From an optimization exercise on the open Yosys and OpenROAD flow, aimed at small area, a short achievable clock period and few clock cycles; shortcuts taken in it are not production practice. Where RTL was checked, it was by simulation tests only, not by an equivalence proof against the original. Function not checked in run 3: the RTL went through the layout flow alone. Power figures rest on the tool's default switching activity, not on a simulated workload.

<file path="flow/config.mk">
export PLATFORM = sky130hd
export DESIGN_NAME = search_top
export DESIGN_NICKNAME = search_top
export VERILOG_FILES = /design/flow/design.v
export SDC_FILE = /design/flow/constraint.sdc
export NUM_CORES = 4
export LEC_CHECK = 0
export ABC_AREA = 1
export CAP_MARGIN = 20
export CORE_MARGIN = 2
export CORE_UTILIZATION = 40
export CTS_CLUSTER_DIAMETER = 150
export CTS_CLUSTER_SIZE = 25
export SLEW_MARGIN = 20
</file>
<file path="flow/constraint.sdc">
create_clock -name core_clock -period 14.0 [get_ports {clk_100mhz}]
set_input_delay 2.8000 -clock core_clock [delete_from_list [all_inputs] [get_ports {clk_100mhz}]]
set_output_delay 2.8000 -clock core_clock [all_outputs]
set_load 0.01 [all_outputs]
</file>
<file path="flow/design.v">
package search_pkg;
  typedef logic [15:0] coord_t;
  typedef logic [15:0] vertex_id_t;
  typedef logic [39:0] dist_t;
  typedef logic [7:0] k_t;
  typedef logic [1:0] op_t;
  localparam op_t op_query = 2'd0;
  localparam op_t op_vertex = 2'd1;
  localparam op_t op_end = 2'd2;
endpackage
module sq_tree (
  input  logic [15:0] y,
  input  logic        neg,
  output logic [31:0] s,
  output logic [31:0] c
);
  logic pp_0_1;
  logic pp_0_2;
  logic pp_0_3;
  logic pp_0_4;
  logic pp_0_5;
  logic pp_0_6;
  logic pp_0_7;
  logic pp_0_8;
  logic pp_0_9;
  logic pp_0_10;
  logic pp_0_11;
  logic pp_0_12;
  logic pp_0_13;
  logic pp_0_14;
  logic pp_0_15;
  logic pp_1_2;
  logic pp_1_3;
  logic pp_1_4;
  logic pp_1_5;
  logic pp_1_6;
  logic pp_1_7;
  logic pp_1_8;
  logic pp_1_9;
  logic pp_1_10;
  logic pp_1_11;
  logic pp_1_12;
  logic pp_1_13;
  logic pp_1_14;
  logic pp_1_15;
  logic pp_2_3;
  logic pp_2_4;
  logic pp_2_5;
  logic pp_2_6;
  logic pp_2_7;
  logic pp_2_8;
  logic pp_2_9;
  logic pp_2_10;
  logic pp_2_11;
  logic pp_2_12;
  logic pp_2_13;
  logic pp_2_14;
  logic pp_2_15;
  logic pp_3_4;
  logic pp_3_5;
  logic pp_3_6;
  logic pp_3_7;
  logic pp_3_8;
  logic pp_3_9;
  logic pp_3_10;
  logic pp_3_11;
  logic pp_3_12;
  logic pp_3_13;
  logic pp_3_14;
  logic pp_3_15;
  logic pp_4_5;
  logic pp_4_6;
  logic pp_4_7;
  logic pp_4_8;
  logic pp_4_9;
  logic pp_4_10;
  logic pp_4_11;
  logic pp_4_12;
  logic pp_4_13;
  logic pp_4_14;
  logic pp_4_15;
  logic pp_5_6;
  logic pp_5_7;
  logic pp_5_8;
  logic pp_5_9;
  logic pp_5_10;
  logic pp_5_11;
  logic pp_5_12;
  logic pp_5_13;
  logic pp_5_14;
  logic pp_5_15;
  logic pp_6_7;
  logic pp_6_8;
  logic pp_6_9;
  logic pp_6_10;
  logic pp_6_11;
  logic pp_6_12;
  logic pp_6_13;
  logic pp_6_14;
  logic pp_6_15;
  logic pp_7_8;
  logic pp_7_9;
  logic pp_7_10;
  logic pp_7_11;
  logic pp_7_12;
  logic pp_7_13;
  logic pp_7_14;
  logic pp_7_15;
  logic pp_8_9;
  logic pp_8_10;
  logic pp_8_11;
  logic pp_8_12;
  logic pp_8_13;
  logic pp_8_14;
  logic pp_8_15;
  logic pp_9_10;
  logic pp_9_11;
  logic pp_9_12;
  logic pp_9_13;
  logic pp_9_14;
  logic pp_9_15;
  logic pp_10_11;
  logic pp_10_12;
  logic pp_10_13;
  logic pp_10_14;
  logic pp_10_15;
  logic pp_11_12;
  logic pp_11_13;
  logic pp_11_14;
  logic pp_11_15;
  logic pp_12_13;
  logic pp_12_14;
  logic pp_12_15;
  logic pp_13_14;
  logic pp_13_15;
  logic pp_14_15;
  logic ny_0;
  logic ny_1;
  logic ny_2;
  logic ny_3;
  logic ny_4;
  logic ny_5;
  logic ny_6;
  logic ny_7;
  logic ny_8;
  logic ny_9;
  logic ny_10;
  logic ny_11;
  logic ny_12;
  logic ny_13;
  logic ny_14;
  logic ny_15;
  logic hs0;
  logic hc0;
  logic hs1;
  logic hc1;
  logic hs2;
  logic hc2;
  logic fs3;
  logic fc3;
  logic hs4;
  logic hc4;
  logic fs5;
  logic fc5;
  logic hs6;
  logic hc6;
  logic fs7;
  logic fc7;
  logic fs8;
  logic fc8;
  logic hs9;
  logic hc9;
  logic fs10;
  logic fc10;
  logic fs11;
  logic fc11;
  logic hs12;
  logic hc12;
  logic fs13;
  logic fc13;
  logic fs14;
  logic fc14;
  logic fs15;
  logic fc15;
  logic fs16;
  logic fc16;
  logic fs17;
  logic fc17;
  logic hs18;
  logic hc18;
  logic fs19;
  logic fc19;
  logic fs20;
  logic fc20;
  logic hs21;
  logic hc21;
  logic fs22;
  logic fc22;
  logic hs23;
  logic hc23;
  logic fs24;
  logic fc24;
  logic hs25;
  logic hc25;
  logic hs26;
  logic hc26;
  logic hs27;
  logic hc27;
  logic hs28;
  logic hc28;
  logic hs29;
  logic hc29;
  logic fs30;
  logic fc30;
  logic hs31;
  logic hc31;
  logic fs32;
  logic fc32;
  logic hs33;
  logic hc33;
  logic fs34;
  logic fc34;
  logic fs35;
  logic fc35;
  logic fs36;
  logic fc36;
  logic fs37;
  logic fc37;
  logic fs38;
  logic fc38;
  logic fs39;
  logic fc39;
  logic fs40;
  logic fc40;
  logic fs41;
  logic fc41;
  logic fs42;
  logic fc42;
  logic fs43;
  logic fc43;
  logic fs44;
  logic fc44;
  logic fs45;
  logic fc45;
  logic fs46;
  logic fc46;
  logic fs47;
  logic fc47;
  logic fs48;
  logic fc48;
  logic fs49;
  logic fc49;
  logic fs50;
  logic fc50;
  logic fs51;
  logic fc51;
  logic fs52;
  logic fc52;
  logic fs53;
  logic fc53;
  logic fs54;
  logic fc54;
  logic fs55;
  logic fc55;
  logic fs56;
  logic fc56;
  logic fs57;
  logic fc57;
  logic fs58;
  logic fc58;
  logic fs59;
  logic fc59;
  logic fs60;
  logic fc60;
  logic hs61;
  logic hc61;
  logic fs62;
  logic fc62;
  logic hs63;
  logic hc63;
  logic hs64;
  logic hc64;
  logic hs65;
  logic hc65;
  logic hs66;
  logic hc66;
  logic hs67;
  logic hc67;
  logic fs68;
  logic fc68;
  logic fs69;
  logic fc69;
  logic fs70;
  logic fc70;
  logic fs71;
  logic fc71;
  logic fs72;
  logic fc72;
  logic fs73;
  logic fc73;
  logic fs74;
  logic fc74;
  logic fs75;
  logic fc75;
  logic fs76;
  logic fc76;
  logic fs77;
  logic fc77;
  logic fs78;
  logic fc78;
  logic fs79;
  logic fc79;
  logic fs80;
  logic fc80;
  logic fs81;
  logic fc81;
  logic fs82;
  logic fc82;
  logic fs83;
  logic fc83;
  logic fs84;
  logic fc84;
  logic fs85;
  logic fc85;
  logic fs86;
  logic fc86;
  logic fs87;
  logic fc87;
  logic fs88;
  logic fc88;
  logic hs89;
  logic hc89;
  logic hs90;
  logic hc90;
  logic hs91;
  logic hc91;
  logic hs92;
  logic hc92;
  logic fs93;
  logic fc93;
  logic fs94;
  logic fc94;
  logic fs95;
  logic fc95;
  logic fs96;
  logic fc96;
  logic fs97;
  logic fc97;
  logic fs98;
  logic fc98;
  logic fs99;
  logic fc99;
  logic fs100;
  logic fc100;
  logic fs101;
  logic fc101;
  logic fs102;
  logic fc102;
  logic fs103;
  logic fc103;
  logic fs104;
  logic fc104;
  logic fs105;
  logic fc105;
  logic fs106;
  logic fc106;
  logic fs107;
  logic fc107;
  logic fs108;
  logic fc108;
  logic fs109;
  logic fc109;
  logic fs110;
  logic fc110;
  logic fs111;
  logic fc111;
  logic fs112;
  logic fc112;
  logic fs113;
  logic fc113;
  logic fs114;
  logic fc114;
  logic fs115;
  logic fc115;
  logic fs116;
  logic fc116;
  logic fs117;
  logic fc117;
  logic hs118;
  logic hc118;
  logic hs119;
  logic hc119;
  assign pp_0_1 = y[0] & y[1];
  assign pp_0_2 = y[0] & y[2];
  assign pp_0_3 = y[0] & y[3];
  assign pp_0_4 = y[0] & y[4];
  assign pp_0_5 = y[0] & y[5];
  assign pp_0_6 = y[0] & y[6];
  assign pp_0_7 = y[0] & y[7];
  assign pp_0_8 = y[0] & y[8];
  assign pp_0_9 = y[0] & y[9];
  assign pp_0_10 = y[0] & y[10];
  assign pp_0_11 = y[0] & y[11];
  assign pp_0_12 = y[0] & y[12];
  assign pp_0_13 = y[0] & y[13];
  assign pp_0_14 = y[0] & y[14];
  assign pp_0_15 = y[0] & y[15];
  assign pp_1_2 = y[1] & y[2];
  assign pp_1_3 = y[1] & y[3];
  assign pp_1_4 = y[1] & y[4];
  assign pp_1_5 = y[1] & y[5];
  assign pp_1_6 = y[1] & y[6];
  assign pp_1_7 = y[1] & y[7];
  assign pp_1_8 = y[1] & y[8];
  assign pp_1_9 = y[1] & y[9];
  assign pp_1_10 = y[1] & y[10];
  assign pp_1_11 = y[1] & y[11];
  assign pp_1_12 = y[1] & y[12];
  assign pp_1_13 = y[1] & y[13];
  assign pp_1_14 = y[1] & y[14];
  assign pp_1_15 = y[1] & y[15];
  assign pp_2_3 = y[2] & y[3];
  assign pp_2_4 = y[2] & y[4];
  assign pp_2_5 = y[2] & y[5];
  assign pp_2_6 = y[2] & y[6];
  assign pp_2_7 = y[2] & y[7];
  assign pp_2_8 = y[2] & y[8];
  assign pp_2_9 = y[2] & y[9];
  assign pp_2_10 = y[2] & y[10];
  assign pp_2_11 = y[2] & y[11];
  assign pp_2_12 = y[2] & y[12];
  assign pp_2_13 = y[2] & y[13];
  assign pp_2_14 = y[2] & y[14];
  assign pp_2_15 = y[2] & y[15];
  assign pp_3_4 = y[3] & y[4];
  assign pp_3_5 = y[3] & y[5];
  assign pp_3_6 = y[3] & y[6];
  assign pp_3_7 = y[3] & y[7];
  assign pp_3_8 = y[3] & y[8];
  assign pp_3_9 = y[3] & y[9];
  assign pp_3_10 = y[3] & y[10];
  assign pp_3_11 = y[3] & y[11];
  assign pp_3_12 = y[3] & y[12];
  assign pp_3_13 = y[3] & y[13];
  assign pp_3_14 = y[3] & y[14];
  assign pp_3_15 = y[3] & y[15];
  assign pp_4_5 = y[4] & y[5];
  assign pp_4_6 = y[4] & y[6];
  assign pp_4_7 = y[4] & y[7];
  assign pp_4_8 = y[4] & y[8];
  assign pp_4_9 = y[4] & y[9];
  assign pp_4_10 = y[4] & y[10];
  assign pp_4_11 = y[4] & y[11];
  assign pp_4_12 = y[4] & y[12];
  assign pp_4_13 = y[4] & y[13];
  assign pp_4_14 = y[4] & y[14];
  assign pp_4_15 = y[4] & y[15];
  assign pp_5_6 = y[5] & y[6];
  assign pp_5_7 = y[5] & y[7];
  assign pp_5_8 = y[5] & y[8];
  assign pp_5_9 = y[5] & y[9];
  assign pp_5_10 = y[5] & y[10];
  assign pp_5_11 = y[5] & y[11];
  assign pp_5_12 = y[5] & y[12];
  assign pp_5_13 = y[5] & y[13];
  assign pp_5_14 = y[5] & y[14];
  assign pp_5_15 = y[5] & y[15];
  assign pp_6_7 = y[6] & y[7];
  assign pp_6_8 = y[6] & y[8];
  assign pp_6_9 = y[6] & y[9];
  assign pp_6_10 = y[6] & y[10];
  assign pp_6_11 = y[6] & y[11];
  assign pp_6_12 = y[6] & y[12];
  assign pp_6_13 = y[6] & y[13];
  assign pp_6_14 = y[6] & y[14];
  assign pp_6_15 = y[6] & y[15];
  assign pp_7_8 = y[7] & y[8];
  assign pp_7_9 = y[7] & y[9];
  assign pp_7_10 = y[7] & y[10];
  assign pp_7_11 = y[7] & y[11];
  assign pp_7_12 = y[7] & y[12];
  assign pp_7_13 = y[7] & y[13];
  assign pp_7_14 = y[7] & y[14];
  assign pp_7_15 = y[7] & y[15];
  assign pp_8_9 = y[8] & y[9];
  assign pp_8_10 = y[8] & y[10];
  assign pp_8_11 = y[8] & y[11];
  assign pp_8_12 = y[8] & y[12];
  assign pp_8_13 = y[8] & y[13];
  assign pp_8_14 = y[8] & y[14];
  assign pp_8_15 = y[8] & y[15];
  assign pp_9_10 = y[9] & y[10];
  assign pp_9_11 = y[9] & y[11];
  assign pp_9_12 = y[9] & y[12];
  assign pp_9_13 = y[9] & y[13];
  assign pp_9_14 = y[9] & y[14];
  assign pp_9_15 = y[9] & y[15];
  assign pp_10_11 = y[10] & y[11];
  assign pp_10_12 = y[10] & y[12];
  assign pp_10_13 = y[10] & y[13];
  assign pp_10_14 = y[10] & y[14];
  assign pp_10_15 = y[10] & y[15];
  assign pp_11_12 = y[11] & y[12];
  assign pp_11_13 = y[11] & y[13];
  assign pp_11_14 = y[11] & y[14];
  assign pp_11_15 = y[11] & y[15];
  assign pp_12_13 = y[12] & y[13];
  assign pp_12_14 = y[12] & y[14];
  assign pp_12_15 = y[12] & y[15];
  assign pp_13_14 = y[13] & y[14];
  assign pp_13_15 = y[13] & y[15];
  assign pp_14_15 = y[14] & y[15];
  assign ny_0 = y[0] & neg;
  assign ny_1 = y[1] & neg;
  assign ny_2 = y[2] & neg;
  assign ny_3 = y[3] & neg;
  assign ny_4 = y[4] & neg;
  assign ny_5 = y[5] & neg;
  assign ny_6 = y[6] & neg;
  assign ny_7 = y[7] & neg;
  assign ny_8 = y[8] & neg;
  assign ny_9 = y[9] & neg;
  assign ny_10 = y[10] & neg;
  assign ny_11 = y[11] & neg;
  assign ny_12 = y[12] & neg;
  assign ny_13 = y[13] & neg;
  assign ny_14 = y[14] & neg;
  assign ny_15 = y[15] & neg;
  assign hs0 = pp_0_15 ^ pp_1_14;
  assign hc0 = pp_0_15 & pp_1_14;
  assign hs1 = pp_0_9 ^ pp_1_8;
  assign hc1 = pp_0_9 & pp_1_8;
  assign hs2 = pp_0_10 ^ pp_1_9;
  assign hc2 = pp_0_10 & pp_1_9;
  assign fs3 = pp_0_11 ^ pp_1_10 ^ pp_2_9;
  assign fc3 = (pp_0_11 & pp_1_10) | (pp_0_11 & pp_2_9) | (pp_1_10 & pp_2_9);
  assign hs4 = pp_3_8 ^ pp_4_7;
  assign hc4 = pp_3_8 & pp_4_7;
  assign fs5 = pp_0_12 ^ pp_1_11 ^ pp_2_10;
  assign fc5 = (pp_0_12 & pp_1_11) | (pp_0_12 & pp_2_10) | (pp_1_11 & pp_2_10);
  assign hs6 = pp_3_9 ^ pp_4_8;
  assign hc6 = pp_3_9 & pp_4_8;
  assign fs7 = pp_0_13 ^ pp_1_12 ^ pp_2_11;
  assign fc7 = (pp_0_13 & pp_1_12) | (pp_0_13 & pp_2_11) | (pp_1_12 & pp_2_11);
  assign fs8 = pp_3_10 ^ pp_4_9 ^ pp_5_8;
  assign fc8 = (pp_3_10 & pp_4_9) | (pp_3_10 & pp_5_8) | (pp_4_9 & pp_5_8);
  assign hs9 = pp_6_7 ^ y[7];
  assign hc9 = pp_6_7 & y[7];
  assign fs10 = pp_0_14 ^ pp_1_13 ^ pp_2_12;
  assign fc10 = (pp_0_14 & pp_1_13) | (pp_0_14 & pp_2_12) | (pp_1_13 & pp_2_12);
  assign fs11 = pp_3_11 ^ pp_4_10 ^ pp_5_9;
  assign fc11 = (pp_3_11 & pp_4_10) | (pp_3_11 & pp_5_9) | (pp_4_10 & pp_5_9);
  assign hs12 = pp_6_8 ^ ny_14;
  assign hc12 = pp_6_8 & ny_14;
  assign fs13 = hs0 ^ pp_2_13 ^ pp_3_12;
  assign fc13 = (hs0 & pp_2_13) | (hs0 & pp_3_12) | (pp_2_13 & pp_3_12);
  assign fs14 = pp_4_11 ^ pp_5_10 ^ pp_6_9;
  assign fc14 = (pp_4_11 & pp_5_10) | (pp_4_11 & pp_6_9) | (pp_5_10 & pp_6_9);
  assign fs15 = pp_7_8 ^ y[8] ^ ny_15;
  assign fc15 = (pp_7_8 & y[8]) | (pp_7_8 & ny_15) | (y[8] & ny_15);
  assign fs16 = pp_1_15 ^ pp_2_14 ^ pp_3_13;
  assign fc16 = (pp_1_15 & pp_2_14) | (pp_1_15 & pp_3_13) | (pp_2_14 & pp_3_13);
  assign fs17 = pp_4_12 ^ pp_5_11 ^ pp_6_10;
  assign fc17 = (pp_4_12 & pp_5_11) | (pp_4_12 & pp_6_10) | (pp_5_11 & pp_6_10);
  assign hs18 = pp_7_9 ^ hc0;
  assign hc18 = pp_7_9 & hc0;
  assign fs19 = pp_2_15 ^ pp_3_14 ^ pp_4_13;
  assign fc19 = (pp_2_15 & pp_3_14) | (pp_2_15 & pp_4_13) | (pp_3_14 & pp_4_13);
  assign fs20 = pp_5_12 ^ pp_6_11 ^ pp_7_10;
  assign fc20 = (pp_5_12 & pp_6_11) | (pp_5_12 & pp_7_10) | (pp_6_11 & pp_7_10);
  assign hs21 = pp_8_9 ^ y[9];
  assign hc21 = pp_8_9 & y[9];
  assign fs22 = pp_3_15 ^ pp_4_14 ^ pp_5_13;
  assign fc22 = (pp_3_15 & pp_4_14) | (pp_3_15 & pp_5_13) | (pp_4_14 & pp_5_13);
  assign hs23 = pp_6_12 ^ pp_7_11;
  assign hc23 = pp_6_12 & pp_7_11;
  assign fs24 = pp_4_15 ^ pp_5_14 ^ pp_6_13;
  assign fc24 = (pp_4_15 & pp_5_14) | (pp_4_15 & pp_6_13) | (pp_5_14 & pp_6_13);
  assign hs25 = pp_7_12 ^ pp_8_11;
  assign hc25 = pp_7_12 & pp_8_11;
  assign hs26 = pp_5_15 ^ pp_6_14;
  assign hc26 = pp_5_15 & pp_6_14;
  assign hs27 = pp_6_15 ^ pp_7_14;
  assign hc27 = pp_6_15 & pp_7_14;
  assign hs28 = pp_0_5 ^ pp_1_4;
  assign hc28 = pp_0_5 & pp_1_4;
  assign hs29 = pp_0_6 ^ pp_1_5;
  assign hc29 = pp_0_6 & pp_1_5;
  assign fs30 = pp_0_7 ^ pp_1_6 ^ pp_2_5;
  assign fc30 = (pp_0_7 & pp_1_6) | (pp_0_7 & pp_2_5) | (pp_1_6 & pp_2_5);
  assign hs31 = pp_3_4 ^ y[4];
  assign hc31 = pp_3_4 & y[4];
  assign fs32 = pp_0_8 ^ pp_1_7 ^ pp_2_6;
  assign fc32 = (pp_0_8 & pp_1_7) | (pp_0_8 & pp_2_6) | (pp_1_7 & pp_2_6);
  assign hs33 = pp_3_5 ^ ny_8;
  assign hc33 = pp_3_5 & ny_8;
  assign fs34 = hs1 ^ pp_2_7 ^ pp_3_6;
  assign fc34 = (hs1 & pp_2_7) | (hs1 & pp_3_6) | (pp_2_7 & pp_3_6);
  assign fs35 = pp_4_5 ^ y[5] ^ ny_9;
  assign fc35 = (pp_4_5 & y[5]) | (pp_4_5 & ny_9) | (y[5] & ny_9);
  assign fs36 = hs2 ^ pp_2_8 ^ pp_3_7;
  assign fc36 = (hs2 & pp_2_8) | (hs2 & pp_3_7) | (pp_2_8 & pp_3_7);
  assign fs37 = pp_4_6 ^ ny_10 ^ hc1;
  assign fc37 = (pp_4_6 & ny_10) | (pp_4_6 & hc1) | (ny_10 & hc1);
  assign fs38 = fs3 ^ hs4 ^ pp_5_6;
  assign fc38 = (fs3 & hs4) | (fs3 & pp_5_6) | (hs4 & pp_5_6);
  assign fs39 = y[6] ^ ny_11 ^ hc2;
  assign fc39 = (y[6] & ny_11) | (y[6] & hc2) | (ny_11 & hc2);
  assign fs40 = fs5 ^ hs6 ^ pp_5_7;
  assign fc40 = (fs5 & hs6) | (fs5 & pp_5_7) | (hs6 & pp_5_7);
  assign fs41 = ny_12 ^ fc3 ^ hc4;
  assign fc41 = (ny_12 & fc3) | (ny_12 & hc4) | (fc3 & hc4);
  assign fs42 = fs7 ^ fs8 ^ hs9;
  assign fc42 = (fs7 & fs8) | (fs7 & hs9) | (fs8 & hs9);
  assign fs43 = ny_13 ^ fc5 ^ hc6;
  assign fc43 = (ny_13 & fc5) | (ny_13 & hc6) | (fc5 & hc6);
  assign fs44 = fs10 ^ fs11 ^ hs12;
  assign fc44 = (fs10 & fs11) | (fs10 & hs12) | (fs11 & hs12);
  assign fs45 = fc7 ^ fc8 ^ hc9;
  assign fc45 = (fc7 & fc8) | (fc7 & hc9) | (fc8 & hc9);
  assign fs46 = fs13 ^ fs14 ^ fs15;
  assign fc46 = (fs13 & fs14) | (fs13 & fs15) | (fs14 & fs15);
  assign fs47 = fc10 ^ fc11 ^ hc12;
  assign fc47 = (fc10 & fc11) | (fc10 & hc12) | (fc11 & hc12);
  assign fs48 = fs16 ^ fs17 ^ hs18;
  assign fc48 = (fs16 & fs17) | (fs16 & hs18) | (fs17 & hs18);
  assign fs49 = fc13 ^ fc14 ^ fc15;
  assign fc49 = (fc13 & fc14) | (fc13 & fc15) | (fc14 & fc15);
  assign fs50 = fs19 ^ fs20 ^ hs21;
  assign fc50 = (fs19 & fs20) | (fs19 & hs21) | (fs20 & hs21);
  assign fs51 = fc16 ^ fc17 ^ hc18;
  assign fc51 = (fc16 & fc17) | (fc16 & hc18) | (fc17 & hc18);
  assign fs52 = fs22 ^ hs23 ^ pp_8_10;
  assign fc52 = (fs22 & hs23) | (fs22 & pp_8_10) | (hs23 & pp_8_10);
  assign fs53 = fc19 ^ fc20 ^ hc21;
  assign fc53 = (fc19 & fc20) | (fc19 & hc21) | (fc20 & hc21);
  assign fs54 = fs24 ^ hs25 ^ pp_9_10;
  assign fc54 = (fs24 & hs25) | (fs24 & pp_9_10) | (hs25 & pp_9_10);
  assign fs55 = y[10] ^ fc22 ^ hc23;
  assign fc55 = (y[10] & fc22) | (y[10] & hc23) | (fc22 & hc23);
  assign fs56 = hs26 ^ pp_7_13 ^ pp_8_12;
  assign fc56 = (hs26 & pp_7_13) | (hs26 & pp_8_12) | (pp_7_13 & pp_8_12);
  assign fs57 = pp_9_11 ^ fc24 ^ hc25;
  assign fc57 = (pp_9_11 & fc24) | (pp_9_11 & hc25) | (fc24 & hc25);
  assign fs58 = hs27 ^ pp_8_13 ^ pp_9_12;
  assign fc58 = (hs27 & pp_8_13) | (hs27 & pp_9_12) | (pp_8_13 & pp_9_12);
  assign fs59 = pp_10_11 ^ y[11] ^ hc26;
  assign fc59 = (pp_10_11 & y[11]) | (pp_10_11 & hc26) | (y[11] & hc26);
  assign fs60 = pp_7_15 ^ pp_8_14 ^ pp_9_13;
  assign fc60 = (pp_7_15 & pp_8_14) | (pp_7_15 & pp_9_13) | (pp_8_14 & pp_9_13);
  assign hs61 = pp_10_12 ^ hc27;
  assign hc61 = pp_10_12 & hc27;
  assign fs62 = pp_8_15 ^ pp_9_14 ^ pp_10_13;
  assign fc62 = (pp_8_15 & pp_9_14) | (pp_8_15 & pp_10_13) | (pp_9_14 & pp_10_13);
  assign hs63 = pp_11_12 ^ y[12];
  assign hc63 = pp_11_12 & y[12];
  assign hs64 = pp_9_15 ^ pp_10_14;
  assign hc64 = pp_9_15 & pp_10_14;
  assign hs65 = pp_10_15 ^ pp_11_14;
  assign hc65 = pp_10_15 & pp_11_14;
  assign hs66 = pp_0_3 ^ pp_1_2;
  assign hc66 = pp_0_3 & pp_1_2;
  assign hs67 = pp_0_4 ^ pp_1_3;
  assign hc67 = pp_0_4 & pp_1_3;
  assign fs68 = hs28 ^ pp_2_3 ^ y[3];
  assign fc68 = (hs28 & pp_2_3) | (hs28 & y[3]) | (pp_2_3 & y[3]);
  assign fs69 = hs29 ^ pp_2_4 ^ ny_6;
  assign fc69 = (hs29 & pp_2_4) | (hs29 & ny_6) | (pp_2_4 & ny_6);
  assign fs70 = fs30 ^ hs31 ^ ny_7;
  assign fc70 = (fs30 & hs31) | (fs30 & ny_7) | (hs31 & ny_7);
  assign fs71 = fs32 ^ hs33 ^ fc30;
  assign fc71 = (fs32 & hs33) | (fs32 & fc30) | (hs33 & fc30);
  assign fs72 = fs34 ^ fs35 ^ fc32;
  assign fc72 = (fs34 & fs35) | (fs34 & fc32) | (fs35 & fc32);
  assign fs73 = fs36 ^ fs37 ^ fc34;
  assign fc73 = (fs36 & fs37) | (fs36 & fc34) | (fs37 & fc34);
  assign fs74 = fs38 ^ fs39 ^ fc36;
  assign fc74 = (fs38 & fs39) | (fs38 & fc36) | (fs39 & fc36);
  assign fs75 = fs40 ^ fs41 ^ fc38;
  assign fc75 = (fs40 & fs41) | (fs40 & fc38) | (fs41 & fc38);
  assign fs76 = fs42 ^ fs43 ^ fc40;
  assign fc76 = (fs42 & fs43) | (fs42 & fc40) | (fs43 & fc40);
  assign fs77 = fs44 ^ fs45 ^ fc42;
  assign fc77 = (fs44 & fs45) | (fs44 & fc42) | (fs45 & fc42);
  assign fs78 = fs46 ^ fs47 ^ fc44;
  assign fc78 = (fs46 & fs47) | (fs46 & fc44) | (fs47 & fc44);
  assign fs79 = fs48 ^ fs49 ^ fc46;
  assign fc79 = (fs48 & fs49) | (fs48 & fc46) | (fs49 & fc46);
  assign fs80 = fs50 ^ fs51 ^ fc48;
  assign fc80 = (fs50 & fs51) | (fs50 & fc48) | (fs51 & fc48);
  assign fs81 = fs52 ^ fs53 ^ fc50;
  assign fc81 = (fs52 & fs53) | (fs52 & fc50) | (fs53 & fc50);
  assign fs82 = fs54 ^ fs55 ^ fc52;
  assign fc82 = (fs54 & fs55) | (fs54 & fc52) | (fs55 & fc52);
  assign fs83 = fs56 ^ fs57 ^ fc54;
  assign fc83 = (fs56 & fs57) | (fs56 & fc54) | (fs57 & fc54);
  assign fs84 = fs58 ^ fs59 ^ fc56;
  assign fc84 = (fs58 & fs59) | (fs58 & fc56) | (fs59 & fc56);
  assign fs85 = fs60 ^ hs61 ^ fc58;
  assign fc85 = (fs60 & hs61) | (fs60 & fc58) | (hs61 & fc58);
  assign fs86 = fs62 ^ hs63 ^ fc60;
  assign fc86 = (fs62 & hs63) | (fs62 & fc60) | (hs63 & fc60);
  assign fs87 = hs64 ^ pp_11_13 ^ fc62;
  assign fc87 = (hs64 & pp_11_13) | (hs64 & fc62) | (pp_11_13 & fc62);
  assign fs88 = hs65 ^ pp_12_13 ^ y[13];
  assign fc88 = (hs65 & pp_12_13) | (hs65 & y[13]) | (pp_12_13 & y[13]);
  assign hs89 = pp_11_15 ^ pp_12_14;
  assign hc89 = pp_11_15 & pp_12_14;
  assign hs90 = pp_12_15 ^ pp_13_14;
  assign hc90 = pp_12_15 & pp_13_14;
  assign hs91 = pp_0_1 ^ y[1];
  assign hc91 = pp_0_1 & y[1];
  assign hs92 = pp_0_2 ^ ny_2;
  assign hc92 = pp_0_2 & ny_2;
  assign fs93 = hs66 ^ y[2] ^ ny_3;
  assign fc93 = (hs66 & y[2]) | (hs66 & ny_3) | (y[2] & ny_3);
  assign fs94 = hs67 ^ ny_4 ^ hc66;
  assign fc94 = (hs67 & ny_4) | (hs67 & hc66) | (ny_4 & hc66);
  assign fs95 = fs68 ^ ny_5 ^ hc67;
  assign fc95 = (fs68 & ny_5) | (fs68 & hc67) | (ny_5 & hc67);
  assign fs96 = fs69 ^ hc28 ^ fc68;
  assign fc96 = (fs69 & hc28) | (fs69 & fc68) | (hc28 & fc68);
  assign fs97 = fs70 ^ hc29 ^ fc69;
  assign fc97 = (fs70 & hc29) | (fs70 & fc69) | (hc29 & fc69);
  assign fs98 = fs71 ^ hc31 ^ fc70;
  assign fc98 = (fs71 & hc31) | (fs71 & fc70) | (hc31 & fc70);
  assign fs99 = fs72 ^ hc33 ^ fc71;
  assign fc99 = (fs72 & hc33) | (fs72 & fc71) | (hc33 & fc71);
  assign fs100 = fs73 ^ fc35 ^ fc72;
  assign fc100 = (fs73 & fc35) | (fs73 & fc72) | (fc35 & fc72);
  assign fs101 = fs74 ^ fc37 ^ fc73;
  assign fc101 = (fs74 & fc37) | (fs74 & fc73) | (fc37 & fc73);
  assign fs102 = fs75 ^ fc39 ^ fc74;
  assign fc102 = (fs75 & fc39) | (fs75 & fc74) | (fc39 & fc74);
  assign fs103 = fs76 ^ fc41 ^ fc75;
  assign fc103 = (fs76 & fc41) | (fs76 & fc75) | (fc41 & fc75);
  assign fs104 = fs77 ^ fc43 ^ fc76;
  assign fc104 = (fs77 & fc43) | (fs77 & fc76) | (fc43 & fc76);
  assign fs105 = fs78 ^ fc45 ^ fc77;
  assign fc105 = (fs78 & fc45) | (fs78 & fc77) | (fc45 & fc77);
  assign fs106 = fs79 ^ fc47 ^ fc78;
  assign fc106 = (fs79 & fc47) | (fs79 & fc78) | (fc47 & fc78);
  assign fs107 = fs80 ^ fc49 ^ fc79;
  assign fc107 = (fs80 & fc49) | (fs80 & fc79) | (fc49 & fc79);
  assign fs108 = fs81 ^ fc51 ^ fc80;
  assign fc108 = (fs81 & fc51) | (fs81 & fc80) | (fc51 & fc80);
  assign fs109 = fs82 ^ fc53 ^ fc81;
  assign fc109 = (fs82 & fc53) | (fs82 & fc81) | (fc53 & fc81);
  assign fs110 = fs83 ^ fc55 ^ fc82;
  assign fc110 = (fs83 & fc55) | (fs83 & fc82) | (fc55 & fc82);
  assign fs111 = fs84 ^ fc57 ^ fc83;
  assign fc111 = (fs84 & fc57) | (fs84 & fc83) | (fc57 & fc83);
  assign fs112 = fs85 ^ fc59 ^ fc84;
  assign fc112 = (fs85 & fc59) | (fs85 & fc84) | (fc59 & fc84);
  assign fs113 = fs86 ^ hc61 ^ fc85;
  assign fc113 = (fs86 & hc61) | (fs86 & fc85) | (hc61 & fc85);
  assign fs114 = fs87 ^ hc63 ^ fc86;
  assign fc114 = (fs87 & hc63) | (fs87 & fc86) | (hc63 & fc86);
  assign fs115 = fs88 ^ hc64 ^ fc87;
  assign fc115 = (fs88 & hc64) | (fs88 & fc87) | (hc64 & fc87);
  assign fs116 = hs89 ^ hc65 ^ fc88;
  assign fc116 = (hs89 & hc65) | (hs89 & fc88) | (hc65 & fc88);
  assign fs117 = hs90 ^ y[14] ^ hc89;
  assign fc117 = (hs90 & y[14]) | (hs90 & hc89) | (y[14] & hc89);
  assign hs118 = pp_13_15 ^ hc90;
  assign hc118 = pp_13_15 & hc90;
  assign hs119 = pp_14_15 ^ y[15];
  assign hc119 = pp_14_15 & y[15];
  assign s = {hc119, hs119, hs118, fs117, fs116, fs115, fs114, fs113, fs112, fs111, fs110, fs109, fs108, fs107, fs106, fs105, fs104, fs103, fs102, fs101, fs100, fs99, fs98, fs97, fs96, fs95, fs94, fs93, hs92, hs91, ny_0, y[0]};
  assign c = {1'b0, hc118, fc117, fc116, fc115, fc114, fc113, fc112, fc111, fc110, fc109, fc108, fc107, fc106, fc105, fc104, fc103, fc102, fc101, fc100, fc99, fc98, fc97, fc96, fc95, fc94, fc93, hc92, hc91, ny_1, 1'b0, neg};
endmodule
`timescale 1ns/1ps
module search_top
#(
  parameter int DIM = 4,
  parameter int PQ_LENGTH = 5,
  parameter int IN_DEPTH = 4,
  parameter int OUT_CREDITS = 2
) (
  input  logic                   clk_100mhz,
  input  logic                   sys_rst,
  input  logic                   in_valid,
  input  logic [1:0]             in_op,
  input  logic [$clog2(DIM)-1:0] in_index,
  input  logic [15:0]            in_data,
  input  logic [15:0]            in_id,
  output logic                   in_credit,
  output logic                   res_valid,
  output logic [15:0]            res_id,
  output logic [39:0]            res_dist,
  output logic                   res_last,
  input  logic                   out_credit
);
  localparam int DW = 35;    
  localparam int NQ = PQ_LENGTH;
  logic in_q, in_c, in_e;
  assign in_q = in_valid && (in_op == 2'd0);
  assign in_c = in_valid && (in_op == 2'd1);
  assign in_e = in_valid && (in_op == 2'd2);
  logic       busy;       
  logic       cq;         
  logic [2:0] owed;       
  logic [3:0] nfree;      
  logic       withhold;
  logic       credit_d;
  logic       r_e, d_e, s_e, pe, drain_on;
  assign busy     = r_e || d_e || s_e || pe || drain_on;
  assign withhold = busy && (nfree > 4'd3 + 4'(owed)) && (in_c || in_e);
  assign credit_d = (in_valid && !withhold) || (!busy && (owed != 3'd0));
  always_ff @(posedge clk_100mhz) begin
    if (sys_rst) begin
      in_credit <= 1'b0;
      owed      <= 3'd0;
      nfree     <= 4'd0;
      cq        <= 1'b0;
    end else begin
      in_credit <= credit_d;
      owed      <= owed + 3'(in_valid) - 3'(credit_d);
      if (!busy) begin
        nfree <= 4'd0;
      end else if (in_c || in_e) begin
        nfree <= nfree + 4'd1;
      end
      if (in_e) begin
        cq <= 1'b0;
      end else if (in_c && in_index == 2'(DIM - 1)) begin
        cq <= 1'b1;
      end
    end
  end
  logic [15:0] cand_id;
  always_ff @(posedge clk_100mhz) begin
    if (in_c && in_index == 2'(DIM - 1)) begin
      cand_id <= in_id;
    end
  end
  logic        r_q, r_c;
  logic [1:0]  r_idx;
  logic [15:0] r_data;
  always_ff @(posedge clk_100mhz) begin
    if (sys_rst) begin
      r_q <= 1'b0;
      r_c <= 1'b0;
      r_e <= 1'b0;
    end else begin
      r_q <= in_q;
      r_c <= in_c;
      r_e <= in_e && cq;
    end
    r_idx  <= in_index;
    r_data <= in_data;
  end
  logic [15:0] qry [DIM];
  always_ff @(posedge clk_100mhz) begin
    if (r_q) begin
      qry[r_idx] <= r_data;
    end
  end
  logic        d_c, d_first, d_last;
  logic [15:0] d_y;       
  logic        d_neg;     
  logic [16:0] sub;
  logic [15:0] qsel;
  logic [2:0]  k_clamp;
  assign qsel = qry[r_idx];
  assign sub  = {1'b0, r_data} - {1'b0, qsel};
  always_comb begin
    if (r_data[7:0] == 8'd0) begin
      k_clamp = 3'd1;
    end else if (r_data[7:0] > 8'(PQ_LENGTH)) begin
      k_clamp = 3'(PQ_LENGTH);
    end else begin
      k_clamp = r_data[2:0];
    end
  end
  always_ff @(posedge clk_100mhz) begin
    if (sys_rst) begin
      d_c <= 1'b0;
      d_e <= 1'b0;
    end else begin
      d_c <= r_c;
      d_e <= r_e;
    end
    d_first <= (r_idx == 2'd0);
    d_last  <= (r_idx == 2'(DIM - 1));
    d_y     <= sub[15:0] ^ {16{sub[16]}};
    d_neg   <= sub[16];
  end
  logic [31:0] sq_s, sq_c;
  logic [31:0] s_s, s_cy;
  logic        s_c, s_first, s_last;
  sq_tree sq0 (
    .y(d_y),
    .neg(d_neg),
    .s(sq_s),
    .c(sq_c)
  );
  always_ff @(posedge clk_100mhz) begin
    if (sys_rst) begin
      s_c <= 1'b0;
      s_e <= 1'b0;
    end else begin
      s_c <= d_c;
      s_e <= d_e;
    end
    s_first <= d_first;
    s_last  <= d_last;
    s_s     <= sq_s;
    s_cy    <= sq_c;
  end
  logic [DW-1:0] acc;
  logic          a_done;    
  logic          take;      
  logic [DW-1:0] acc_in, csa_x, csa_y;
  assign acc_in = s_first ? DW'(0) : acc;
  assign csa_x  = acc_in ^ DW'(s_s) ^ DW'(s_cy);
  assign csa_y  = ((acc_in & DW'(s_s)) | (acc_in & DW'(s_cy)) | (DW'(s_s) & DW'(s_cy))) << 1;
  always_ff @(posedge clk_100mhz) begin
    if (s_c) begin
      acc <= csa_x + csa_y;
    end
  end
  always_ff @(posedge clk_100mhz) begin
    if (sys_rst) begin
      a_done <= 1'b0;
    end else begin
      a_done <= (s_c && s_last) || (a_done && !take);
    end
  end
  logic [DW-1:0] n_d;
  logic [15:0]   n_id;
  logic          n_valid;
  logic [1:0]    n_ph;      
  logic          n_c2, n_r1;
  logic [NQ-1:0] n_le;      
  logic          ins;
  logic          step;
  logic          beat;
  logic          last_beat;
  logic [DW-1:0] e_d  [NQ];
  logic [15:0]   e_id [NQ];
  logic [NQ-1:0] e_v;
  logic          c2;
  logic [DW-1:0] e_sel;
  logic          v_sel;
  logic          r_le;
  logic [NQ-1:0] le_fin;
  assign take = a_done && !n_valid && !pe;
  assign step = n_valid && (n_ph != 2'd2) && !drain_on;
  assign ins  = n_valid && (n_ph == 2'd2) && !drain_on;
  assign c2 = e_v[2] && (e_d[2] <= acc);
  always_comb begin
    if (n_ph == 2'd0) begin
      e_sel = n_c2 ? e_d[3] : e_d[1];
      v_sel = n_c2 ? e_v[3] : e_v[1];
    end else begin
      e_sel = n_c2 ? e_d[4] : e_d[0];
      v_sel = n_c2 ? e_v[4] : e_v[0];
    end
    r_le = v_sel && (e_sel <= n_d);
    case ({n_c2, n_r1})
      2'b00:   le_fin = {4'b0000, r_le};
      2'b01:   le_fin = 5'b00011;
      2'b10:   le_fin = 5'b00111;
      default: le_fin = {r_le, 4'b1111};
    endcase
  end
  always_ff @(posedge clk_100mhz) begin
    if (take) begin
      n_d  <= acc;
      n_id <= cand_id;
    end
  end
  always_ff @(posedge clk_100mhz) begin
    if (sys_rst) begin
      n_valid <= 1'b0;
      n_ph    <= 2'd0;
      n_c2    <= 1'b0;
      n_r1    <= 1'b0;
      n_le    <= '0;
    end else begin
      n_valid <= take || (n_valid && !ins);
      if (take || ins) begin
        n_ph <= 2'd0;
      end else if (step) begin
        n_ph <= n_ph + 2'd1;
      end
      if (last_beat) begin
        n_c2 <= 1'b0;
        n_r1 <= 1'b0;
        n_le <= '0;
      end else begin
        if (take) begin
          n_c2 <= c2;
        end
        if (step && n_ph == 2'd0) begin
          n_r1 <= r_le;
        end
        if (step && n_ph == 2'd1) begin
          n_le <= le_fin;
        end
      end
    end
  end
  logic [NQ-1:0] v_nxt;
  always_comb begin
    v_nxt = e_v;
    if (last_beat) begin
      v_nxt = '0;
    end else if (beat) begin
      v_nxt = {1'b0, e_v[NQ-1:1]};
    end else if (ins) begin
      v_nxt = {e_v[NQ-2:0], 1'b1};
    end
  end
  always_ff @(posedge clk_100mhz) begin
    if (sys_rst) begin
      e_v <= '0;
    end else begin
      e_v <= v_nxt;
    end
  end
  always_ff @(posedge clk_100mhz) begin
    if (beat) begin
      for (int i = 0; i < NQ - 1; i++) begin
        e_d[i]  <= e_d[i+1];
        e_id[i] <= e_id[i+1];
      end
    end else if (ins) begin
      for (int i = 0; i < NQ; i++) begin
        if (!n_le[i]) begin
          if (i == 0 || n_le[i-1]) begin
            e_d[i]  <= n_d;
            e_id[i] <= n_id;
          end else begin
            e_d[i]  <= e_d[i-1];
            e_id[i] <= e_id[i-1];
          end
        end
      end
    end
  end
  logic [2:0] pe_k;
  logic [2:0] dr_left;    
  logic [1:0] cred;       
  logic [2:0] dr_nxt;
  logic [1:0] cred_nxt;
  logic       start;
  assign drain_on  = (dr_left != 3'd0);
  assign beat      = res_valid;
  assign last_beat = res_valid && res_last;
  assign start     = pe && !drain_on && (!n_valid || ins);
  always_ff @(posedge clk_100mhz) begin
    if (sys_rst) begin
      pe <= 1'b0;
    end else begin
      pe <= s_e || (pe && !start);
    end
    if (r_e) begin
      pe_k <= k_clamp;
    end
  end
  always_comb begin
    cred_nxt = cred - 2'(beat) + 2'(out_credit);
    dr_nxt   = dr_left;
    if (last_beat) begin
      dr_nxt = 3'd0;
    end else if (beat) begin
      dr_nxt = dr_left - 3'd1;
    end else if (start) begin
      dr_nxt = pe_k;
    end
  end
  always_ff @(posedge clk_100mhz) begin
    if (sys_rst) begin
      dr_left   <= 3'd0;
      cred      <= 2'(OUT_CREDITS);
      res_valid <= 1'b0;
    end else begin
      dr_left   <= dr_nxt;
      cred      <= cred_nxt;
      res_valid <= (dr_nxt != 3'd0) && (cred_nxt != 2'd0);
    end
    res_last <= (dr_nxt == 3'd1) || !v_nxt[1];
  end
  assign res_id   = e_id[0];
  assign res_dist = {5'd0, e_d[0]};
endmodule
</file>
<file path="flow/flow/run.sh">
#!/bin/bash
# Standard layout, with repair_timing aiming for extra setup slack.
set -euo pipefail
bash standard.sh SETUP_SLACK_MARGIN=10 finish > standard.log 2>&1
</file>
<file path="flow/standard.sh">
#!/bin/bash
# synth_recipe.tcl (not shown) runs the flow's synth.tcl, then flattens the netlist and writes it again
# the make line also repeats each setting of config.mk as NAME=value (left out here)
make -C /OpenROAD-flow-scripts/flow DESIGN_CONFIG=/design/flow/config.mk WORK_HOME=/design/flow/orfs CLKGATE_MAP_FILE= SYNTH_SCRIPT=/design/flow/synth_recipe.tcl "${@:-finish}"
</file>
==> impl_metrics.py, run 1 <==
metrics = {
    "outcome": {
        "status": "timing/DRC/antenna clean",
    },
    "synth": {
        "yosys.cell_types.count": 55,
        "synth_edf_count": 424,
        "yosysTopAreaCell": "edfxtp_1",
        "synth_area_per_cell_um2": 9.22,
        "synth-seq-cells": 565,
        "synth_top_area_share": 0.401,
        "synth_ff_type": "edfxtp_1",
        "seq_area_frac_synth": 0.490,
        "synth_area_mm2": 0.0317,
        "yosys_warnings": 4,
        "synthTopCellsByArea": "edfxtp_1 40%, dfxtp_1 8.9%, nand2_1 7.7%",
        "synth-async-reset-ratio": 0,
        "synth.most_common_cell": "nand2_1",
        "netlist_instances": 3442,
        "ys_top_cells_by_count": "653 x nand2_1, 540 x inv_1, 424 x edfxtp_1, 371 x o21ai_0, 313 x a21oi_1",
    },
    "power": {
        "power.internal_mw": 4.05,
        "power_mw": 6.98,
        "switching_share": 0.419,
        "p_clk_frac": 0.129,
        "power_density_mw_per_mm2": 201,
        "p_seq_frac": 0.381,
        "comb_power_share": 0.490,
        "peakVddDrop_mv": 0.122,
        "p_leak_nw": 15.1,
        "p_sw_mw": 2.92,
    },
    "drt": {
        "ant_nets": 0,
        "routed_wirelength_mm": 77.8,
        "vias_per_cell": 5.05,
        "vias": 23108,
        "routedWlPerCell_um": 17.0,
        "drc": 0,
        "drt-initial-drc-count": 1632,
        "drt_first_pass_iters": 5,
    },
    "cells_and_area": {
        "fin_util": 0.442,
        "nFillCells": 7596,
        "drive_gt1_frac": 0.0799,
        "nNetsFinal": 3833,
        "multi_input_area_mm2": 0.0136,
        "syn2layout_area_growth_pct": 9.64,
        "fin_area_mm2": 0.0348,
        "fin_cells": 4578,
        "diodes": 0,
        "ff_latch_area_mm2": 0.0156,
    },
    "grt": {
        "grt_pass1_vias": 22538,
        "gr-total-overflow": 0,
        "use_met3": 0.0163,
        "grt_first_pass_wirelength_mm": 123,
        "antenna_found_initial": 0,
        "grt_max_degree": 106,
        "use_met1": 0.259,
        "top_usage_layer": "met2",
        "grtUsageMet2": 0.323,
        "grtUsageTotal": 0.187,
    },
    "floorplanning": {
        "die_h_um": 286,
        "ios": 99,
        "rows": 103,
        "core_region_area_mm2": 0.0787,
        "die_w_um": 286,
        "dieArea_mm2": 0.0816,
        "start_util": 0.403,
    },
    "worst_setup_path": {
        "worstPathMaxFanout": 3,
        "reg2reg_depth": 9,
        "critPathArrivalTime_ns": 4.65,
        "worstPathRequired_ns": 14.50,
        "endpoint_kind": "flip-flop",
        "rrSetupSlack_ns": 10.24,
        "critPathLaunchType": "primary input",
        "crit_type": "primary input to flip-flop",
    },
    "hold_path": {
        "hold_path.class": "flip-flop to flip-flop",
        "min_delay_path_depth": 0,
    },
    "clock_tree": {
        "cts-root-buf": "clkbuf_16",
        "holdBufCountCts": 0,
        "worstSkewPairLatency_ns": 0.64,
        "h-tree-depth": 1,
        "cts_buffer_depth": 3,
        "cts.sink_count": 565,
        "cts_tree": "done",
        "cts_made_buffers": 26,
        "clk_pin_slew_worst_paths_ns": 0.10,
    },
    "sta": {
        "setup_tns_ns": 0,
        "rsz0062_at_grt": "yes",
        "finalWorstSetupSlack_ns": 9.84,
        "holdWs_ns": 0.332,
        "setup_viol": 0,
        "fin_worst_skew_ns": 0.0569,
        "fmax_mhz": 241,
        "period_share": 0.297,
        "maxSlewViolCount": 0,
        "tightestPinTransition_ns": 1.02,
        "slew_headroom": 0.322,
        "period_minus_slack_ns": 4.16,
        "hold_viol": 0,
    },
    "place": {
        "place_ws_ns": 8.43,
        "dp_hpwl_mm": 51.3,
        "port_buffers": 93,
        "post-place-cells": 4452,
        "gp_congestion": 0.866,
        "dpl-instance-area_mm2": 0.0336,
    },
    "job": {
        "max_cap_violations": 0,
    },
}
-- sequential cells by signal, indices dropped and copies added (netlist names), 16 cells and up --
name / count
qry: 64
d_y: 16
acc: 35
cand_id: 16
n_d: 35
e_id: 80
e_d: 175
s_cy: 30
s_s: 32
n_id: 16
r_data: 16
-- final cells by class --
type	count	area share
clock inverters	2	0.000791
multi-input cells	2161	0.390
repair buffers	195	0.0424
clock buffers	46	0.0209
repair inverters	1	0.000216
inverters	558	0.0608
well taps	1050	0.0378
flip-flops and latches	565	0.448
-- cell usage in the layout, fill, tap and decap left out, types with 103 or more instances in the layout --
cell / instances
edfxtp_1: 424
nor2_1: 232
dfxtp_1: 134
a21oi_1: 313
inv_1: 534
o21ai_0: 366
nand2_1: 650
ha_1: 165
fa_1: 118
buf_4: 103
-- timing repair --
action | 4_1_cts | 5_1_grt
gates cloned | 0 | 1
setup endpoints to repair | 74 | 65
setup buffers | 60 | 17
pin swaps | 10 | 4
gates resized for setup | 243 | 10
-- metal layers --
metal,wire length (um),vias to the layer above
li1,-,11402
met1,35200,11084
met2,37400,543
met3,3730,79
met4,1450,0
met5,0,-
-- power groups by stage --
stage | Sequential, mW | Clock, mW | Combinational (mW)
3_5_place_dp | 2.72 | 0 | 3.40
4_1_cts | 2.66 | 0.925 | 3.45
5_1_grt | 2.70 | 0.975 | 3.97
3_3_place_gp | 2.71 | 0 | 3.31
2_1_floorplan | 2.57 | 0 | 2.58
6_report | 2.66 | 0.899 | 3.42
-- cells by family (layout without fill, tap and decap cells) --
logic type | Yosys count | in the layout | synth area share
buffers and inverters | 720 | 802 | 0.0874
AO/OA/AOI/OAI | 802 | 802 | 0.135
AND/OR/NAND/NOR | 1008 | 1008 | 0.128
XOR/XNOR | 61 | 61 | 0.0185
adder cells (fa/ha/maj) | 285 | 285 | 0.141
other | 1 | 5 | 0.000118
flip-flops | 565 | 565 | 0.490
-- worst paths after layout --
| path | from | to |
|---|---|---|
| worst min-delay path | d_first$_DFF_P_ | s_first$_DFF_P_ |
| worst max-delay path | in_valid | owed[1]$_SDFF_PP0_ |
| worst min register to register | d_first$_DFF_P_ | s_first$_DFF_P_ |
| worst max register to register | d_y[1]$_DFF_P_ | s_s[16]$_DFF_P_ |
-- critical path: stages --
cell,delay [ns]
buf_12,0.09
inv_12,0.03
nor2_4,0.08
nand2_2,0.06
nand2_2,0.08
o21ai_2,0.06
o31ai_2,0.28
nand2_1,0.09
ha_1,0.29
inv_2,0.07
ha_4,0.12
inv_2,0.04
fa_2,0.50
nor2_1,0.03
Testbench counts, summed over its fixed seeds: cycles 18,880.
==> run 2, diff against run 1 <==
--- a/flow/config.mk
+++ b/flow/config.mk
@@ -6,5 +6,4 @@
 export NUM_CORES = 4
 export LEC_CHECK = 0
-export ABC_AREA = 1
 export CAP_MARGIN = 20
 export CORE_MARGIN = 2
==> impl_metrics.py, run 2 <==
metrics = {
    "sta": {
        "rsz0062_at_grt": "yes",
        "slew_headroom": 0.262,
        "hold_viol": 0,
        "maxSlewViolCount": 0,
        "fmax_mhz": 242,
        "period_share": 0.295,
        "setup_tns_ns": 0,
        "fin_worst_skew_ns": 0.0432,
        "period_minus_slack_ns": 4.13,
        "setup_viol": 0,
        "tightestPinTransition_ns": 1.11,
    },
    "synth": {
        "netlist_instances": 2615,
        "synth-async-reset-ratio": 0,
        "synth-seq-cells": 565,
        "yosys.cell_types.count": 64,
        "synth.most_common_cell": "edfxtp_1",
        "synth_area_per_cell_um2": 11.9,
        "synth_top_area_share": 0.411,
        "synth_edf_count": 424,
        "ys_top_cells_by_count": "424 x edfxtp_1, 286 x inv_1, 258 x nand2_1, 238 x o21ai_0, 166 x ha_1",
        "synth_area_mm2": 0.0310,
        "synth_ff_type": "edfxtp_1",
        "seq_area_frac_synth": 0.502,
        "yosysTopAreaCell": "edfxtp_1",
        "yosys_warnings": 4,
        "synthTopCellsByArea": "edfxtp_1 41%, dfxtp_1 9.1%, fa_1 7.7%",
    },
    "power": {
        "p_leak_nw": 13.0,
        "power_density_mw_per_mm2": 194,
        "power_mw": 6.64,
        "peakVddDrop_mv": 0.119,
    },
    "grt": {
        "grt_max_degree": 278,
        "gr-total-overflow": 0,
        "grt_first_pass_wirelength_mm": 112,
        "grt_pass1_vias": 20194,
        "antenna_found_initial": 0,
        "grtUsageTotal": 0.178,
    },
    "cells_and_area": {
        "diodes": 0,
        "nNetsFinal": 3028,
        "largest_register_ffs": 175,
        "top_register": "e_d",
        "mostFrequentLayoutCell": "edfxtp_1",
        "syn2layout_area_growth_pct": 10.4,
        "layout_common_cells": "424 x edfxtp_1, 284 x inv_1, 258 x nand2_1",
        "nFillCells": 7148,
        "top_regs": "e_d: 175 flops, e_id: 80 flops, qry: 64 flops",
        "drive_gt1_frac": 0.124,
    },
    "worst_setup_path": {
        "r2r_start": "s_first$_DFF_P_",
        "crit_path_start": "e_d[0][13]$_DFFE_PP_",
        "slowest_stage": "edfxtp_1",
        "crit_type": "flip-flop to output port",
        "worstPathMaxFanout": 2,
        "crit_chain": "buf_2",
        "critPathArrivalTime_ns": 1.33,
        "endpoint_kind": "output port",
        "worstPathRequired_ns": 11.20,
        "cp_slowest_stage_delay_ns": 0.52,
        "critPathLaunchType": "flip-flop",
        "cp_num_buf_inv": 1,
        "cp_top_family": "flip-flops",
    },
    "drt": {
        "vias": 19413,
        "routed_wirelength_mm": 70.5,
        "ant_nets": 0,
        "routedWlPerCell_um": 18.7,
        "vias_per_cell": 5.16,
        "drt_first_pass_iters": 5,
        "drc": 0,
        "drt-initial-drc-count": 1451,
    },
    "outcome": {
        "status": "timing/DRC/antenna clean",
    },
    "clock_tree": {
        "h-tree-depth": 1,
        "worstSkewPairLatency_ns": 0.63,
        "cts-root-buf": "clkbuf_16",
        "holdBufCountCts": 0,
        "cts_made_buffers": 26,
        "cts_buffer_depth": 3,
        "cts.sink_count": 565,
        "cts_tree": "done",
        "clk_pin_slew_worst_paths_ns": 0.10,
    },
    "floorplanning": {
        "die_h_um": 282,
        "ios": 99,
        "core_region_area_mm2": 0.0771,
        "start_util": 0.402,
        "dieArea_mm2": 0.0797,
        "rows": 102,
        "die_w_um": 282,
    },
    "hold_path": {
        "hold_path.class": "flip-flop to flip-flop",
        "min-delay-start": "d_first$_DFF_P_",
    },
    "place": {
        "gp_congestion": 0.829,
        "dp_hpwl_mm": 45.6,
        "port_buffers": 93,
    },
    "job": {
        "max_cap_violations": 0,
    },
}
==> run 2: final timing paths <==
path / depth (start not counted) / slack, ns / endpoint
max reg2reg: 14 / 10.13 / acc[34]$_DFFE_PP_
min: 0 / 0.33 / s_first$_DFF_P_
min reg2reg: 0 / 0.33 / s_first$_DFF_P_
max: 1 / 9.87 / res_dist[13]
==> run 2: kinds of logic (layout without fill, tap and decap cells) <==
logic type	after synthesis	after routing	share of synthesized area
AND/OR/NAND/NOR	591	591	0.0930
XOR/XNOR	67	67	0.0189
AO/OA/AOI/OAI	422	422	0.0783
adder cells (fa/ha/maj)	285	285	0.144
other	1	5	0.000121
flip-flops	565	565	0.502
multiplexers	279	279	0.114
buffers and inverters	405	509	0.0498
==> run 2: where the power goes <==
group | internal, mW | switching [mW]
registers | 2.35 | 0.286
logic | 1.37 | 1.74
clock network | 0.359 | 0.533
==> run 2: through the flow <==
stage | worst slack (ns) | cells | utilization | area (um2) | hold slack, ns
4_1_cts | 9.83 | 3747 | 0.441 | 34000 | 0.334
5_1_grt | 9.84 | 3763 | 0.444 | 34200 | 0.346
3_5_place_dp | 8.67 | 3652 | 0.428 | 33000 | 0.312
2_1_floorplan | 8.77 | 2619 | - | 31000 | 0.310
6_report | 9.87 | 3763 | 0.444 | 34200 | 0.330
3_3_place_gp | 8.71 | 3652 | 0.428 | 33000 | 0.311
==> run 2: timing repair <==
action / 4_1_cts / 5_1_grt
endpoints found under the setup margin: 101 / 77
buffers inserted: 46 / 16
cloned: 1 / 0
resized for setup: 254 / 26
pin swaps: 9 / 10
==> run 2: final cells by class <==
cell class / instances / area, um2 / share of cell area
Timing Repair Buffer: 175 / 1420 / 0.0415
Clock inverter: 2 / 27.5 / 0.000805
Inverter: 286 / 1070 / 0.0314
Tap cell: 1040 / 1300 / 0.0380
Multi-Input combinational cell: 1649 / 14100 / 0.412
Clock buffer: 46 / 726 / 0.0212
Sequential cell: 565 / 15600 / 0.455
==> run 2: worst reg2reg max path, cell delays in order (launching register included) <==
cell and delay [ns]:
dfxtp_4 0.38, buf_12 0.16, nand2b_1 0.16, fa_1 0.48, inv_1 0.04, ha_1 0.37
a21oi_2 0.22, o211ai_1 0.14, a31oi_2 0.27, o31ai_4 0.14, a41oi_2 0.28, a21oi_2 0.14
a221o_1 0.37, a21oi_2 0.16, mux2_2 0.34
==> run 2: layer usage <==
layer  routed length, um  vias up  track usage  part of all wire
met4                1590        0       0.0448             0.023
met1               31200     9669        0.238              0.44
met2               34800      383        0.309              0.49
li1                    -     9280            -                 -
met3                2910       81       0.0187             0.041
met5                   0        -            0                 0
==> run 3, diff against run 2 <==
--- a/flow/design.v
+++ b/flow/design.v
@@ -805,6 +805,13 @@
   logic       credit_d;
   logic       r_e, d_e, s_e, pe, drain_on;
+  logic [2:0] owed_inc, owed_dec;
+  logic [3:0] nfree_inc;
+  logic       nfree_full;
+  assign owed_inc   = owed + 3'd1;
+  assign owed_dec   = owed - 3'd1;
+  assign nfree_inc  = nfree + 4'd1;
+  assign nfree_full = (nfree > 4'd3 + 4'(owed));
   assign busy     = r_e || d_e || s_e || pe || drain_on;
-  assign withhold = busy && (nfree > 4'd3 + 4'(owed)) && (in_c || in_e);
+  assign withhold = busy && nfree_full && (in_c || in_e);
   assign credit_d = (in_valid && !withhold) || (!busy && (owed != 3'd0));
   always_ff @(posedge clk_100mhz) begin
@@ -816,9 +823,13 @@
     end else begin
       in_credit <= credit_d;
-      owed      <= owed + 3'(in_valid) - 3'(credit_d);
+      if (in_valid && withhold) begin
+        owed <= owed_inc;
+      end else if (!in_valid && !busy && owed != 3'd0) begin
+        owed <= owed_dec;
+      end
       if (!busy) begin
         nfree <= 4'd0;
       end else if (in_c || in_e) begin
-        nfree <= nfree + 4'd1;
+        nfree <= nfree_inc;
       end
       if (in_e) begin
--- a/flow/config.mk
+++ b/flow/config.mk
@@ -8,5 +8,5 @@
 export CAP_MARGIN = 20
 export CORE_MARGIN = 2
-export CORE_UTILIZATION = 40
+export CORE_UTILIZATION = 60
 export CTS_CLUSTER_DIAMETER = 150
 export CTS_CLUSTER_SIZE = 25
==> impl_metrics.py, run 3 <==
metrics = {
    "place": {
        "dp_hpwl_mm": 43.7,
        "gp_congestion": 0.831,
        "port_buffers": 93,
    },
    "worst_setup_path": {
        "r2r_end": "acc[33]$_DFFE_PP_",
        "r2r_start": "s_first$_DFF_P_",
        "worstPathRequired_ns": 11.20,
        "cp.depth": 1,
        "crit_type": "flip-flop to output port",
        "rrSetupSlack_ns": 10.18,
        "slowest_stage": "edfxtp_1",
        "worstPathMaxFanout": 2,
        "cp_num_buf_inv": 1,
        "critPathLaunchType": "flip-flop",
        "critPathArrivalTime_ns": 1.27,
        "crit_chain": "buf_2",
        "reg2reg_depth": 14,
        "cp_slowest_stage_delay_ns": 0.49,
        "endpoint_kind": "output port",
        "cp_top_family": "flip-flops",
    },
    "job": {
        "max_cap_violations": 0,
    },
    "cells_and_area": {
        "diodes": 0,
        "layout_common_cells": "424 x edfxtp_1, 278 x inv_1, 269 x nand2_1",
        "largest_register_ffs": 175,
        "nFillCells": 3980,
        "nNetsFinal": 3020,
        "top_regs": "e_d: 175 flops, e_id: 80 flops, qry: 64 flops",
        "syn2layout_area_growth_pct": 8.64,
        "drive_gt1_frac": 0.121,
        "top_register": "e_d",
        "mostFrequentLayoutCell": "edfxtp_1",
        "fin_util": 0.657,
    },
    "floorplanning": {
        "die_h_um": 231,
        "ios": 99,
        "rows": 83,
        "die_w_um": 231,
        "core_region_area_mm2": 0.0511,
        "dieArea_mm2": 0.0533,
        "start_util": 0.604,
    },
    "sta": {
        "slew_headroom": 0.295,
        "setup_viol": 0,
        "tightestPinTransition_ns": 1.06,
        "period_share": 0.291,
        "fin_worst_skew_ns": 0.0232,
        "period_minus_slack_ns": 4.07,
        "maxSlewViolCount": 0,
        "fmax_mhz": 246,
        "rsz0062_at_grt": "yes",
        "setup_tns_ns": 0,
        "hold_viol": 0,
    },
    "hold_path": {
        "min_delay_path_depth": 0,
        "worstHoldEndpoint": "s_last$_DFF_P_",
        "hold_path.class": "flip-flop to flip-flop",
        "min-delay-start": "d_last$_DFF_P_",
    },
    "drt": {
        "routedWlPerCell_um": 19.6,
        "drt-met1-wl_mm": 29.7,
        "top_layer": "met4",
        "drc": 0,
        "vias": 19431,
        "drt-initial-drc-count": 1372,
        "wl_met2_mm": 32.1,
        "drt_first_pass_iters": 5,
        "ant_nets": 0,
        "met3_length_mm": 3.60,
        "routed_wirelength_mm": 66.6,
        "vias_per_cell": 5.72,
    },
    "clock_tree": {
        "worstSkewPairLatency_ns": 0.60,
        "cts.sink_count": 565,
        "cts-root-buf": "clkbuf_16",
        "cts_made_buffers": 26,
        "clk_pin_slew_worst_paths_ns": 0.10,
        "h-tree-depth": 1,
        "cts_buffer_depth": 3,
        "cts_tree": "done",
    },
    "synth": {
        "synth_area_mm2": 0.0309,
        "seq_area_frac_synth": 0.504,
        "synth-async-reset-ratio": 0,
        "synth_edf_count": 424,
        "yosys_warnings": 4,
        "synth_area_per_cell_um2": 11.9,
        "ys_top_cells_by_count": "424 x edfxtp_1, 278 x inv_1, 270 x nand2_1, 242 x o21ai_0, 162 x ha_1",
        "synth-seq-cells": 565,
        "synthTopCellsByArea": "edfxtp_1 41%, dfxtp_1 9.1%, fa_1 7.7%",
        "synth_top_area_share": 0.412,
        "yosys.cell_types.count": 63,
        "synth_ff_type": "edfxtp_1",
        "synth.most_common_cell": "edfxtp_1",
        "yosysTopAreaCell": "edfxtp_1",
        "netlist_instances": 2602,
    },
    "power": {
        "power_mw": 6.49,
        "power_density_mw_per_mm2": 194,
        "peakVddDrop_mv": 0.141,
        "p_leak_nw": 13.0,
    },
    "grt": {
        "gr-total-overflow": 0,
        "antenna_found_initial": 0,
        "grt_max_degree": 271,
        "grt_first_pass_wirelength_mm": 106,
        "grtUsageTotal": 0.251,
        "grt_pass1_vias": 19470,
    },
    "outcome": {
        "status": "timing/DRC/antenna clean",
    },
}
run 3: final cells by class:
type,instances,area (um2),share of cell area
inverters,278,1040,0.0311
clock inverters,2,27.5,0.000820
well taps,680,851,0.0254
multi-input cells,1648,13900,0.416
repair buffers,180,1380,0.0411
clock buffers,46,726,0.0216
flip-flops and latches,565,15600,0.464
run 3: cells by family after synthesis:
group | after synthesis | share of synthesized area
AOI/OAI and AO/OA | 410 | 0.0768
xor gates and xnor gates | 70 | 0.0199
adders and majority gates | 281 | 0.143
buffers and inverters | 393 | 0.0487
DFF | 565 | 0.504
muxes | 278 | 0.114
other | 1 | 0.000121
and+or+nand+nor | 604 | 0.0941
run 3: repair_timing:
item                                    4_1_cts  5_1_grt
resized for setup                           222       26
endpoints found under the setup margin       78       68
pin swaps                                     2        3
setup buffers                                45       20
hold buffers                                  0        0
run 3: worst max-delay path by stage:
stage / slack (ns) / end / start
floorplan: 8.77 / e_d[0][0]$_DFFE_PP_ / dr_left[0]$_SDFF_PP0_
global placement: 9.06 / owed[2]$_SDFFE_PP0P_ / in_op[0]
detailed placement: 9.02 / owed[2]$_SDFFE_PP0P_ / in_op[1]
CTS: 9.90 / res_dist[21] / e_d[0][21]$_DFFE_PP_
global route: 9.88 / res_dist[29] / e_d[0][29]$_DFFE_PP_
finish: 9.93 / res_dist[29] / e_d[0][29]$_DFFE_PP_
run 3: per-layer routing:
metal,global-route usage,vias up
li1,-,9216
met1,0.357,9646
met2,0.421,499
met3,0.0287,70
met4,0.0552,0
met5,0,-
run 3: per-stage QoR:
| stage | hold WS, ns | cell area, um2 | instances | setup WS (ns) |
|---|---|---|---|---|
| 2_1_floorplan | 0.310 | 30900 | 2606 | 8.77 |
| 5_1_grt | 0.332 | 33500 | 3399 | 9.88 |
| 3_3_place_gp | 0.312 | 32500 | 3286 | 9.06 |
| 3_5_place_dp | 0.315 | 32500 | 3286 | 9.02 |
| 6_report | 0.328 | 33500 | 3399 | 9.93 |
| 4_1_cts | 0.336 | 33300 | 3379 | 9.90 |
run 3: where the power goes:
group / leakage, nW / total [mW] / switching (mW) / internal [mW]
Combinational: 7.52 / 3.01 / 1.69 / 1.33
Clock: 0.357 / 0.872 / 0.513 / 0.359
Sequential: 5.08 / 2.61 / 0.265 / 2.34

## re-timing with driven ports
Ports are ideal in the flow. The routed layouts listed here were re-timed in OpenROAD.
Step 1, drivers: a clkbuf_16 drives clk_100mhz and a buf_2 each remaining input, both assumed.
Step 2 also shifts input and output timing later by t, the mid clock arrival at the registers, as if the neighbouring blocks saw the same clock.
Slacks: ideal / step 1 / step 2; pairs: ideal / step 1.
| run | t (ns) | setup WS [ns] | worst setup path after step 2 | latest minus earliest clock arrival (ns) | cell pins on the clock port's net |
|---|---|---|---|---|---|
| run 1 | 0.676 | 9.844 / 9.840 / 9.163 | input to register | 0.059 / 0.059 | 1 |
| run 2 | 0.660 | 9.872 / 9.814 / 9.248 | input to register | 0.046 / 0.046 | 1 |
| run 3 | 0.649 | 9.927 / 9.869 / 9.481 | input to register | 0.023 / 0.023 | 1 |
After both steps every run listed still meets setup and hold. For run 1, which loses most, drivers alone change the setup slack by -0.004 ns; drivers and shift together by -0.681 ns.
